Source: an optimization exercise on an open RTL-to-GDS flow (aim: small area). Production flows keep margins and buffers that such runs may drop.
In this exercise RTL edits were held to simulation tests only and were not proved equivalent to the original.
The flow treats the clock pin as an ideal source, which a real chip does not have.

==> inputs of branch pepper <==
Design para_ram_banked, start of the top module:
module para_ram_banked #(
   parameter int ADDR_WIDTH = 6,
   parameter int DATA_WIDTH = 24,
   parameter int NUM_PORTS  = 2,
   parameter int BANK_BITS  = 2
) (
   input  logic                            clk,
   input  logic                            rst_n,
   input  logic [NUM_PORTS-1:0]            req,
   input  logic [NUM_PORTS-1:0]            we,
   input  logic [NUM_PORTS*ADDR_WIDTH-1:0] addr,
   input  logic [NUM_PORTS*DATA_WIDTH-1:0] wdata,
   input  logic [NUM_PORTS*(DATA_WIDTH/8)-1:0] wmask,
   output logic [NUM_PORTS-1:0]            gnt,
   output logic [NUM_PORTS-1:0]            rvalid,
   output logic [NUM_PORTS*DATA_WIDTH-1:0] rdata,
   output logic                            init_busy
);
==> module para_ram_banked, before the edit <==
module para_ram_banked #(
   parameter int ADDR_WIDTH = 6,
   parameter int DATA_WIDTH = 24,
   parameter int NUM_PORTS  = 2,
   parameter int BANK_BITS  = 2
) (
   input  logic                            clk,
   input  logic                            rst_n,
   input  logic [NUM_PORTS-1:0]            req,
   input  logic [NUM_PORTS-1:0]            we,
   input  logic [NUM_PORTS*ADDR_WIDTH-1:0] addr,
   input  logic [NUM_PORTS*DATA_WIDTH-1:0] wdata,
   input  logic [NUM_PORTS*(DATA_WIDTH/8)-1:0] wmask,
   output logic [NUM_PORTS-1:0]            gnt,
   output logic [NUM_PORTS-1:0]            rvalid,
   output logic [NUM_PORTS*DATA_WIDTH-1:0] rdata,
   output logic                            init_busy
);
   localparam int NB    = 4;
   localparam int ROWS  = 16;
   localparam int LANES = 3;
   localparam int DW    = 24;
   logic            state_q;    
   logic [3:0]      cnt_q;
   logic [NB-1:0]   ptr_q;
   logic [1:0]      rvalid_q;
   logic [2*DW-1:0] rdata_q;
   logic [NB*ROWS*DW-1:0] mem_q;
   logic            run, clr;
   logic [1:0]      bk0, bk1;
   logic [3:0]      rw0, rw1, wrow0;
   logic            conflict;
   logic            g0, g1, rd0, rd1;
   assign bk0 = addr[1:0];
   assign rw0 = addr[5:2];
   assign bk1 = addr[7:6];
   assign rw1 = addr[11:8];
   assign clr       = ~state_q;
   assign run       = state_q & rst_n;
   assign init_busy = ~run;
   assign rvalid    = rvalid_q;
   assign rdata     = rdata_q;
   assign conflict = req[0] & req[1] & (bk0 == bk1);
   assign g0  = run & req[0] & ~(conflict & ptr_q[bk0]);
   assign g1  = run & req[1] & ~(conflict & ~ptr_q[bk1]);
   assign gnt = {g1, g0};
   assign rd0 = g0 & ~we[0];
   assign rd1 = g1 & ~we[1];
   assign wrow0 = clr ? cnt_q : rw0;
   logic [ROWS-1:0] d0, d1;
   always_comb
      for (int r = 0; r < ROWS; r++) begin
         d0[r] = wrow0 == 4'(r);
         d1[r] = rw1 == 4'(r);
      end
   logic [NB-1:0]    o0, o1, w0, w1;
   logic [LANES-1:0] wl [NB];
   always_comb
      for (int b = 0; b < NB; b++) begin
         o0[b] = clr | (g0 & (bk0 == 2'(b)));
         o1[b] = g1 & (bk1 == 2'(b));
         w0[b] = g0 & (bk0 == 2'(b)) & we[0];
         w1[b] = o1[b] & we[1];
         for (int l = 0; l < LANES; l++)
            wl[b][l] = clr | (w0[b] & wmask[l]) | (w1[b] & wmask[LANES+l]);
      end
   logic [DW-1:0]   bank_wd [NB];
   logic [DW-1:0]   bank_rd [NB];
   logic [NB*ROWS*DW-1:0] mem_d;
   for (genvar b = 0; b < NB; b++) begin : g_bank
      logic [ROWS-1:0] rsel;
      for (genvar i = 0; i < DW; i++) begin : g_wd
         prb_ao22 u_wd (.a(w0[b]), .b(wdata[i]), .c(w1[b]), .d(wdata[DW+i]), .y(bank_wd[b][i]));
      end
      for (genvar r = 0; r < ROWS; r++) begin : g_row
         prb_ao22 u_rs (.a(o0[b]), .b(d0[r]), .c(o1[b]), .d(d1[r]), .y(rsel[r]));
         for (genvar l = 0; l < LANES; l++) begin : g_lane
            logic en_n, en;
            prb_nand2 u_en (.a(rsel[r]), .b(wl[b][l]), .y(en_n));
            prb_inv   u_ei (.a(en_n), .y(en));
            for (genvar k = 0; k < 8; k++) begin : g_bit
               prb_ao22 u_m (.a(en), .b(bank_wd[b][8*l+k]), .c(en_n), .d(mem_q[(b*ROWS+r)*DW+8*l+k]),
                             .y(mem_d[(b*ROWS+r)*DW+8*l+k]));
            end
         end
      end
      for (genvar i = 0; i < DW; i++) begin : g_rd
         logic [ROWS-1:0] col;
         for (genvar r = 0; r < ROWS; r++) begin : g_col
            assign col[r] = mem_q[(b*ROWS+r)*DW+i];
         end
         prb_rowsel u_rd (.sel(rsel), .d(col), .q(bank_rd[b][i]));
      end
   end
   logic [NB-1:0]   ps0, ps1;
   logic            h0, h1;
   logic [2*DW-1:0] rdata_d;
   always_comb
      for (int b = 0; b < NB; b++) begin
         ps0[b] = rd0 & (bk0 == 2'(b));
         ps1[b] = rd1 & (bk1 == 2'(b));
      end
   assign h0 = rst_n & ~rd0;
   assign h1 = rst_n & ~rd1;
   for (genvar i = 0; i < DW; i++) begin : g_port
      prb_portsel u_p0 (.sel(ps0), .d({bank_rd[3][i], bank_rd[2][i], bank_rd[1][i], bank_rd[0][i]}),
                        .hold(h0), .q(rdata_q[i]), .y(rdata_d[i]));
      prb_portsel u_p1 (.sel(ps1), .d({bank_rd[3][i], bank_rd[2][i], bank_rd[1][i], bank_rd[0][i]}),
                        .hold(h1), .q(rdata_q[DW+i]), .y(rdata_d[DW+i]));
   end
   always_ff @(posedge clk) begin
      rdata_q  <= rdata_d;
      rvalid_q <= {rd1, rd0};
      if (!rst_n) begin
         state_q <= 1'b0;
         cnt_q   <= '0;
         ptr_q   <= '0;
      end else begin
         if (clr) begin
            cnt_q <= cnt_q + 1'b1;
            if (cnt_q == 4'd15) state_q <= 1'b1;
         end
         for (int b = 0; b < NB; b++) begin
            if (g0 && bk0 == 2'(b)) ptr_q[b] <= 1'b1;
            if (o1[b]) ptr_q[b] <= 1'b0;
         end
      end
   end
   always_ff @(posedge clk)
      mem_q <= mem_d;
endmodule
Settings: LEC_CHECK=0, CAP_MARGIN=10, CORE_MARGIN=2, CORE_UTILIZATION=60, SLEW_MARGIN=10, SYNTH_HIERARCHICAL=1; clock period 6.0 ns.
standard.sh (not shown) runs the stock make flow with config.mk's settings and CLKGATE_MAP_FILE= SYNTH_SCRIPT=/design/flow/synth_recipe.tcl, a recipe that flattens the netlist after the stock synthesis.
==> flow/flow/run.sh <==
#!/bin/bash
# The standard layout (standard.sh), with two changes:
#  - ports are buffered with the smallest buffer (buf_1) instead of the default choice;
#  - clock tree synthesis uses larger sink clusters and inserts no dummy loads.
# The make output goes to flow.log; each ORFS step keeps its own log under orfs/logs/.
set -euo pipefail
export BUFFER_PORTS_ARGS="-buffer_cell sky130_fd_sc_hd__buf_1"
export CTS_ARGS="-sink_clustering_enable -repair_clock_nets -sink_clustering_size 22 -sink_clustering_max_diameter 70 -dont_use_dummy_load"
bash standard.sh > flow.log 2>&1
==> inputs of branch indigo, as changes to branch pepper <==
==> flow/flow/run.sh (replaced) <==
#!/bin/bash
# The standard layout (standard.sh), with these changes:
#  - ports are buffered with the smallest buffer (buf_1) instead of the default choice;
#  - clock tree synthesis uses clkbuf_8 buffers and inserts no dummy loads;
#  - the repair steps insert only small buffers (flow/small_bufs.tcl).
# The make output goes to flow.log; each ORFS step keeps its own log under orfs/logs/.
set -euo pipefail
export BUFFER_PORTS_ARGS="-buffer_cell sky130_fd_sc_hd__buf_1"
export CTS_ARGS="-sink_clustering_enable -repair_clock_nets -buf_list sky130_fd_sc_hd__clkbuf_8 -sink_clustering_size 16 -sink_clustering_max_diameter 60 -dont_use_dummy_load"
hook=$PWD/flow/small_bufs.tcl
export PRE_FLOORPLAN_TCL=$hook PRE_GLOBAL_PLACE_TCL=$hook PRE_RESIZE_TCL=$hook PRE_CTS_TCL=$hook
export PRE_GLOBAL_ROUTE_TCL=$hook PRE_REPAIR_TIMING_POST_PLACE_TCL=$hook PRE_DETAIL_ROUTE_TCL=$hook
bash standard.sh > flow.log 2>&1
==> flow/flow/small_bufs.tcl (new file) <==
# Repair (slew, capacitance, timing) buffers: only the small buffers buf_1 and buf_2.
set_dont_use [get_lib_cells {sky130_fd_sc_hd__buf_4 sky130_fd_sc_hd__buf_6 sky130_fd_sc_hd__buf_8 sky130_fd_sc_hd__buf_12 sky130_fd_sc_hd__buf_16 sky130_fd_sc_hd__bufbuf_8 sky130_fd_sc_hd__bufbuf_16}]
Settings changed: CORE_UTILIZATION 60 to 70, PLACE_DENSITY set to 0.78.
==> inputs of branch violet, as changes to branch pepper <==
--- a/flow/design.v
+++ b/flow/design.v
@@ -103,11 +103,13 @@
    logic [NB-1:0]    o0, o1, w0, w1;
-   logic [LANES-1:0] wl [NB];
+   logic [LANES-1:0] wl0 [NB], wl1 [NB];
    always_comb
       for (int b = 0; b < NB; b++) begin
-         o0[b] = clr | (g0 & (bk0 == 2'(b)));
+         o0[b] = g0 & (bk0 == 2'(b));
          o1[b] = g1 & (bk1 == 2'(b));
-         w0[b] = g0 & (bk0 == 2'(b)) & we[0];
+         w0[b] = o0[b] & we[0];
          w1[b] = o1[b] & we[1];
-         for (int l = 0; l < LANES; l++)
-            wl[b][l] = clr | (w0[b] & wmask[l]) | (w1[b] & wmask[LANES+l]);
+         for (int l = 0; l < LANES; l++) begin
+            wl0[b][l] = clr | (w0[b] & wmask[l]);
+            wl1[b][l] = w1[b] & wmask[LANES+l];
+         end
       end
@@ -125,4 +127,4 @@
             logic en_n, en;
-            prb_nand2 u_en (.a(rsel[r]), .b(wl[b][l]), .y(en_n));
-            prb_inv   u_ei (.a(en_n), .y(en));
+            prb_ao22 u_en (.a(wl0[b][l]), .b(d0[r]), .c(wl1[b][l]), .d(d1[r]), .y(en));
+            prb_inv  u_ei (.a(en), .y(en_n));
             for (genvar k = 0; k < 8; k++) begin : g_bit
@@ -170,3 +172,3 @@
          for (int b = 0; b < NB; b++) begin
-            if (g0 && bk0 == 2'(b)) ptr_q[b] <= 1'b1;
+            if (o0[b]) ptr_q[b] <= 1'b1;
             if (o1[b]) ptr_q[b] <= 1'b0;
==> flow/run.sh (new file) <==
#!/bin/bash
# synth_recipe.tcl (not shown) runs the flow's synth.tcl, then flattens the netlist and writes it again
# the make line also repeats each setting of config.mk as NAME=value (left out here)
make -C /OpenROAD-flow-scripts/flow DESIGN_CONFIG=/design/flow/config.mk WORK_HOME=/design/flow/orfs CLKGATE_MAP_FILE= SYNTH_SCRIPT=/design/flow/synth_recipe.tcl finish
Settings changed: CAP_MARGIN 10 to 20, CTS_CLUSTER_DIAMETER set to 50, CTS_CLUSTER_SIZE set to 25, SLEW_MARGIN 10 to 20.
removed: flow/flow/run.sh
removed: flow/standard.sh
==> flow_summary.json <==
{
  "timing.final.crit_share_pct": 82.05,
  "outcome": "complete, no violations",
  "synthAdderAreaFrac_pct": 0.02189,
  "buffer_area_share_pct": 1.856,
  "fin_hold_ws_ns": 0.4751,
  "num_antenna_cells": 4
}
That was branch indigo.
==> flow_summary.json <==
{
  "outcome": "complete, no violations",
  "n_all_buffers": 339,
  "timing.final.crit_share_pct": 85.24,
  "synthAdderAreaFrac_pct": 0.02147,
  "num_antenna_cells": 9,
  "drv_slew": 0
}
That was branch violet.
==> flow_summary.json <==
{
  "p_total_mw": 17.13,
  "fin_hold_ws_ns": 0.4717,
  "yosysWarnings": 11,
  "root_buffer": "clkbuf_16",
  "buffer_area_share_pct": 2.180,
  "synth.distinct_cells": 42,
  "outcome": "complete, no violations",
  "clock_power_share_pct": 34.6,
  "timing.final.crit_share_pct": 80.68,
  "num_antenna_cells": 12,
  "relSlewSlack_pct": 13.53
}
That was branch pepper.

## what the ideal ports hide
How much do the figures lean on ideal ports? The routed layouts below were timed once more, with nothing changed but the port constraints. Step 1 assumes that a clkbuf_16 drives the clock port and a buf_2 every other input. Step 2 moves the port delays by t, midway between the first and last clock arrival at a register: inputs arrive t later, outputs are due t later. That takes back most of the time a late clock gives input paths. Three values: ideal ports, drivers, drivers and shift; two values: the first two.
run | shift t [ns] | setup WS [ns] | worst register clock-pin slew, ns
branch pepper | 0.744 | 1.159 / 1.101 / 0.357 | 0.09 / 0.09
branch indigo | 0.840 | 1.077 / 1.085 / 0.259 | 0.11 / 0.11
branch violet | 0.841 | 0.885 / 0.864 / 0.173 | 0.09 / 0.09
After both steps every run listed still meets setup and hold. For branch indigo, which loses most, drivers alone change the setup slack by +0.008 ns; drivers and shift together by -0.818 ns.
